This is an optimization exercise on Yosys and OpenROAD, whose aim is small area and a short achievable clock period, not a production implementation.
At most, simulation tests tie the RTL to the original design; equivalence was not proved.
Power and IR drop assume default switching activity.

JK:
## wide_mult_result_serializer
module wide_mult_result_serializer #(
  parameter int LATENCY = 7,
  parameter int DEPTH   = 8
) (
  input  logic         clock,
  input  logic         resetn,
  input  logic         start,
  input  logic [255:0] return_val,
  input  logic         clear,
  output logic [63:0]  out_data,
  output logic         out_valid,
  input  logic         out_ready,
  output logic         out_last,
  output logic [7:0]   out_tag,
  output logic [4:0]   fifo_count,
  output logic         overflow
);
Size: roughly 4400 cells after synthesis, roughly 2300 flip-flops.
export LEC_CHECK = 0
export CAP_MARGIN = 20
export CORE_MARGIN = 2
export CORE_UTILIZATION = 58
export CTS_CLUSTER_DIAMETER = 60
export CTS_CLUSTER_SIZE = 30
export SETUP_SLACK_MARGIN = 3.0
export SLEW_MARGIN = 20
create_clock -name core_clock -period 5.5 [get_ports {clock}]
standard.sh (not shown) runs the stock make flow with config.mk's settings and CLKGATE_MAP_FILE= SYNTH_SCRIPT=/design/flow/synth_recipe.tcl, a recipe that flattens the netlist after the stock synthesis.
==> flow/flow/run.sh <==
#!/bin/bash
set -euo pipefail
export BUFFER_PORTS_ARGS="-buffer_cell sky130_fd_sc_hd__buf_1"
bash standard.sh > standard_flow.log 2>&1
JK reached the end of the flow, and the finished layout is clean on the timing, DRC and antenna checks.
Setup changes, JK to MS
# JK
export LEC_CHECK = 0
export CAP_MARGIN = 20
export CORE_MARGIN = 2
export CORE_UTILIZATION = 58
export CTS_CLUSTER_DIAMETER = 60
export CTS_CLUSTER_SIZE = 30
export SETUP_SLACK_MARGIN = 3.0
export SLEW_MARGIN = 20
create_clock -name core_clock -period 5.5 [get_ports {clock}]
# MS
export LEC_CHECK = 0
export CAP_MARGIN = 20
export CORE_MARGIN = 2
export CORE_UTILIZATION = 45
export CTS_CLUSTER_DIAMETER = 60
export CTS_CLUSTER_SIZE = 30
export SETUP_SLACK_MARGIN = 3.0
export SLEW_MARGIN = 20
create_clock -name core_clock -period 5.5 [get_ports {clock}]
Findings:
Total of plain and repair buffers excluding clock buffers: MS vs JK up 1.4%. Initial standard-cell utilization of the core delta for MS relative to JK: 13 points lower. For JK, the slowest library cell on the worst path was dfrtp_2, unlike MS, where it was dfrtp_4. Sequential group share of total power | MS above JK. Going from JK to MS, final worst-path setup slack lost 39 ps; latest clock arrival within the worst-skew pair picked up an extra 30 ps; die area picked up an extra about 30%. Per the comparison of MS with JK, register-to-register slack has increased, post-detailed-routing wire length has increased.


== rev 12 ==
Another version of the RTL of wide_mult_result_serializer (not shown whole).
For scale: about 340 I/O pins, about 81000 µm² of cells after synthesis.
Design wide_mult_result_serializer, start of the top module:
module wide_mult_result_serializer #(
  parameter int LATENCY = 7,
  parameter int DEPTH   = 8
) (
  input  logic         clock,
  input  logic         resetn,
  input  logic         start,
  input  logic [255:0] return_val,
  input  logic         clear,
  output logic [63:0]  out_data,
  output logic         out_valid,
  input  logic         out_ready,
  output logic         out_last,
  output logic [7:0]   out_tag,
  output logic [4:0]   fifo_count,
  output logic         overflow
);
Settings: LEC_CHECK=0, CAP_MARGIN=20, CORE_MARGIN=2, CORE_UTILIZATION=52, CTS_CLUSTER_DIAMETER=60, CTS_CLUSTER_SIZE=30, SETUP_SLACK_MARGIN=3.0, SLEW_MARGIN=20; clock period 5.5 ns.
Scripts as last shown in full above: flow/flow/run.sh
Changes in rev 13 relative to rev 12:
diff --git a/flow/config.mk b/flow/config.mk
--- a/flow/config.mk
+++ b/flow/config.mk
@@ -8,5 +8,5 @@
 export CAP_MARGIN = 20
 export CORE_MARGIN = 2
-export CORE_UTILIZATION = 52
+export CORE_UTILIZATION = 45
 export CTS_CLUSTER_DIAMETER = 60
 export CTS_CLUSTER_SIZE = 30
### Flow results
- Rev 12 was carried through to the last stage, and its layout satisfied the timing, DRC and antenna checks.
- Rev 13 went all the way through the flow, and no timing, DRC or antenna check failed.
- Taking rev 12 as the reference, in rev 13 chip height has increased; cell total after placement has increased; antenna cell count has increased.
- Per the comparison of rev 13 with rev 12, clock buffer and inverter area fraction after layout went down by 0.31 points, reported clock group power lost about 3%.
- Worst setup slack in rev 13 is 0.0073 ns lower than in rev 12
- A launching element of the worst setup path of valid_r is what rev 13 shows, while data_r[62] belongs to rev 12.
- Between rev 12 and rev 13, the flow reports switching component of the power decreasing slightly.
- Between rev 13 and rev 12, the fraction of layout cells with a size suffix above 1 does not differ in any meaningful way.
- Compared with rev 12, rev 13 shows final wirelength that has gone up by a few percent.
- For final clock period utilization by the worst path, rev 13 and rev 12 come out practically identical.
No functional check of the RTL was part of any run of this note.


Another version of the RTL of wide_mult_result_serializer (not shown whole).
For scale: roughly 2200 flip-flops, roughly 340 I/O pins, ~85000 sq um of cells after synthesis.
make LEC_CHECK=0 CAP_MARGIN=20 CORE_MARGIN=2 CORE_UTILIZATION=60 CTS_CLUSTER_DIAMETER=60 CTS_CLUSTER_SIZE=30 SETUP_SLACK_MARGIN=2.5 SLEW_MARGIN=20 TNS_END_PERCENT=10 finish   # period 5.5 ns
run.sh (not shown) runs the stock make flow with config.mk's settings and CLKGATE_MAP_FILE= SYNTH_SCRIPT=/design/flow/synth_recipe.tcl, a recipe that flattens the netlist after the stock synthesis.
Stock flow here: none of the scripts above is used.
Edit:
Settings changed: CORE_UTILIZATION 60 to 40, CTS_CLUSTER_DIAMETER 60 to not set, CTS_CLUSTER_SIZE 30 to not set, SETUP_SLACK_MARGIN 2.5 to not set, TNS_END_PERCENT 10 to not set.
Effect:
- The changed run finished clean
- die area increases by 49%
- hold slack gets worse by 0.071 ns
- final area increases by 3.0%
- via count barely changes
- setup slack gets worse by 0.23 ns
- core utilization decreases by 21 points
- count of clock-buffer cells in the layout increases by 119
- fmax decreases by 6.7%
- area after synthesis is unchanged


## run A
wide_mult_result_serializer with an RTL version that a note above also has.
Size: about 4400 cells after synthesis, about 2300 flip-flops, about 0.081 mm^2 of cells after synthesis.
clock: 5.5 ns
lec_check: 0
cap_margin: 20
core_margin: 2
core_utilization: 45
cts_cluster_diameter: 60
cts_cluster_size: 30
setup_slack_margin: 2.8
slew_margin: 20
standard.sh (not shown) runs the stock make flow with config.mk's settings and CLKGATE_MAP_FILE= SYNTH_SCRIPT=/design/flow/synth_recipe.tcl, a recipe that flattens the netlist after the stock synthesis.
Scripts as last shown in full above: flow/flow/run.sh
#### Input delta (run B over run A)
==> flow/run.sh (new file) <==
#!/bin/bash
# synth_recipe.tcl (not shown) runs the flow's synth.tcl, then flattens the netlist and writes it again
# the make line also repeats each setting of config.mk as NAME=value (left out here)
make -C /OpenROAD-flow-scripts/flow DESIGN_CONFIG=/design/flow/config.mk WORK_HOME=/design/flow/orfs CLKGATE_MAP_FILE= SYNTH_SCRIPT=/design/flow/synth_recipe.tcl finish
diff --git a/flow/config.mk b/flow/config.mk
--- a/flow/config.mk
+++ b/flow/config.mk
@@ -13 +13 @@
-export SETUP_SLACK_MARGIN = 2.8
+export SETUP_SLACK_MARGIN = 3.0
removed: flow/flow/run.sh
removed: flow/standard.sh
- When run B is measured against run A, its design area turns out about 3.4% higher.
- Run B vs run A, layout net count went up by 61.
- Run A has a lower non-clock buffer count than run B.
- Of the two candidates, run A has the worse overall power after layout and run B the better one.
- Comparing the two runs side by side, run B comes out ahead of run A on worst setup slack.
- Measured against each other, run A and run B differ in final cell count without fillers, the lower figure coming from run A.
--- input diff run B..run C ---
==> flow/flow/run.sh (new file) <==
#!/bin/bash
set -euo pipefail
export BUFFER_PORTS_ARGS="-buffer_cell sky130_fd_sc_hd__buf_1"
bash standard.sh > standard_flow.log 2>&1
==> flow/standard.sh (new file) <==
#!/bin/bash
# synth_recipe.tcl (not shown) runs the flow's synth.tcl, then flattens the netlist and writes it again
# the make line also repeats each setting of config.mk as NAME=value (left out here)
make -C /OpenROAD-flow-scripts/flow DESIGN_CONFIG=/design/flow/config.mk WORK_HOME=/design/flow/orfs CLKGATE_MAP_FILE= SYNTH_SCRIPT=/design/flow/synth_recipe.tcl "${@:-finish}"
diff --git a/flow/config.mk b/flow/config.mk
--- a/flow/config.mk
+++ b/flow/config.mk
@@ -10 +10 @@
-export CORE_UTILIZATION = 45
+export CORE_UTILIZATION = 52
removed: flow/run.sh
==> notes.md <==
Non-clock buffer area fraction after layout in run C vs run B: down 2.5 points. In run C, part of the cycle the worst path needs is lower than in run B. Diff run B and run C: part of the power in combinational logic lower in run C. Diff run B -> run C | count of clock-buffer cells in the layout | up by a few percent. In the metrics for run B and run C, the one carrying the lower core utilization is run B.
For run D, these inputs were changed with respect to run C:
diff --git a/flow/flow/run.sh b/flow/flow/run.sh
--- a/flow/flow/run.sh
+++ b/flow/flow/run.sh
@@ -3,0 +4 @@
+export CTS_ARGS="-sink_clustering_enable -repair_clock_nets -sink_clustering_size 22 -sink_clustering_max_diameter 45 -sink_clustering_buffer sky130_fd_sc_hd__clkbuf_8 -buf_list sky130_fd_sc_hd__clkbuf_16"
diff --git a/flow/config.mk b/flow/config.mk
--- a/flow/config.mk
+++ b/flow/config.mk
@@ -11,2 +11,2 @@
-export CTS_CLUSTER_DIAMETER = 60
-export CTS_CLUSTER_SIZE = 30
+export CTS_CLUSTER_DIAMETER = 45
+export CTS_CLUSTER_SIZE = 22
Looking at routed wire length across run C and run D, the one that comes out higher is run D. Between run D and run C, the design area does not differ in any meaningful way. Relative to run C, antenna diode count has increased by about 2.6% in run D. Run D vs run C: met1 track utilization from global routing up in run D.
> inputs changed (run D -> run E)
==> flow/flow/run.sh <==
#!/bin/bash
set -euo pipefail
export BUFFER_PORTS_ARGS="-buffer_cell sky130_fd_sc_hd__buf_1"
bash standard.sh > standard_flow.log 2>&1
diff --git a/flow/config.mk b/flow/config.mk
--- a/flow/config.mk
+++ b/flow/config.mk
@@ -11,2 +11,3 @@
-export CTS_CLUSTER_DIAMETER = 45
-export CTS_CLUSTER_SIZE = 22
+export CTS_CLUSTER_DIAMETER = 60
+export CTS_CLUSTER_SIZE = 30
+export PLACE_DENSITY = 0.7
==> comparison <==
Run E went all the way through the flow, and no timing, DRC or antenna check failed.
Run E ends up with a static leakage that is 0.22 nW lower than in run D.
In run E, the wire length on met2 came out 6000 um below the value in run D.
Comparing run D with run E, the clock edge transition at the registers on the reported setup and hold paths came out essentially unchanged.
In the metrics for run D and run E, the one carrying the lower proportion of power drawn by the clock network is run E.
diff inputs: run E => run F
diff --git a/flow/config.mk b/flow/config.mk
--- a/flow/config.mk
+++ b/flow/config.mk
@@ -13,2 +13 @@
-export PLACE_DENSITY = 0.7
-export SETUP_SLACK_MARGIN = 3.0
+export SETUP_SLACK_MARGIN = 3.1
==> notes.md <==
- Compared with run E, in run F switching share of total power went down 0.68 points, sequential share of layout area went down 0.42 points, per-cell via count in the routed design went down 1.3%.
- In the reports for run E and run F, the smaller clock tree buffer count of the final layout belongs to run E.
- Compared with run E, run F shows a maximum number of pins on one net before global-route repair that is 2.9% lower.

[re-timing with driven ports]
How much do the figures lean on ideal ports? The routed layouts below were timed once more, with nothing changed but the port constraints.
Step 1 (the two cells are an assumption about what drives the block):
set clk [get_ports {clock}]
set_driving_cell -lib_cell sky130_fd_sc_hd__clkbuf_16 $clk
set_driving_cell -lib_cell sky130_fd_sc_hd__buf_2 [delete_from_list [all_inputs] $clk]
Step 2 adds t to the input delays and takes it off the output delays; t is the mean of the earliest and latest rising clock arrival at the registers after step 1. Input paths then give back, and output paths get back, about the clock's delay inside the block.
Slacks: no drivers / after step 1 / after step 2; pairs: no drivers / after step 1.
run	shift t [ns]	slack for setup (ns)	clock arrival spread, ns	worst register clock-pin slew, ns
JK	0.883	2.958 / 2.875 / 2.280	0.043 / 0.043	0.10 / 0.10
MS	0.920	2.919 / 2.824 / 2.308	0.048 / 0.048	0.11 / 0.11
rev 12	0.893	2.920 / 2.836 / 2.176	0.057 / 0.057	0.11 / 0.11
rev 13	0.903	2.913 / 2.825 / 2.161	0.047 / 0.047	0.11 / 0.11
the first run of note 3	0.872	2.287 / 2.287 / 1.651	0.037 / 0.038	0.10 / 0.10
the second run of note 3	0.940	2.056 / 2.056 / 1.306	0.054 / 0.054	0.07 / 0.07
run A	0.902	2.837 / 2.744 / 2.059	0.047 / 0.048	0.10 / 0.10
run B	0.899	2.915 / 2.829 / 2.285	0.044 / 0.044	0.11 / 0.11
run C	0.874	2.958 / 2.873 / 2.590	0.036 / 0.036	0.10 / 0.10
run D	0.892	2.922 / 2.840 / 2.588	0.052 / 0.052	0.12 / 0.12
run E	0.881	2.905 / 2.820 / 2.240	0.057 / 0.057	0.11 / 0.11
run F	0.868	2.953 / 2.874 / 2.591	0.038 / 0.038	0.10 / 0.10
After both steps setup and hold are still met in every run listed. For run A, which loses most, drivers alone change the setup slack by -0.093 ns; drivers and shift together by -0.778 ns.
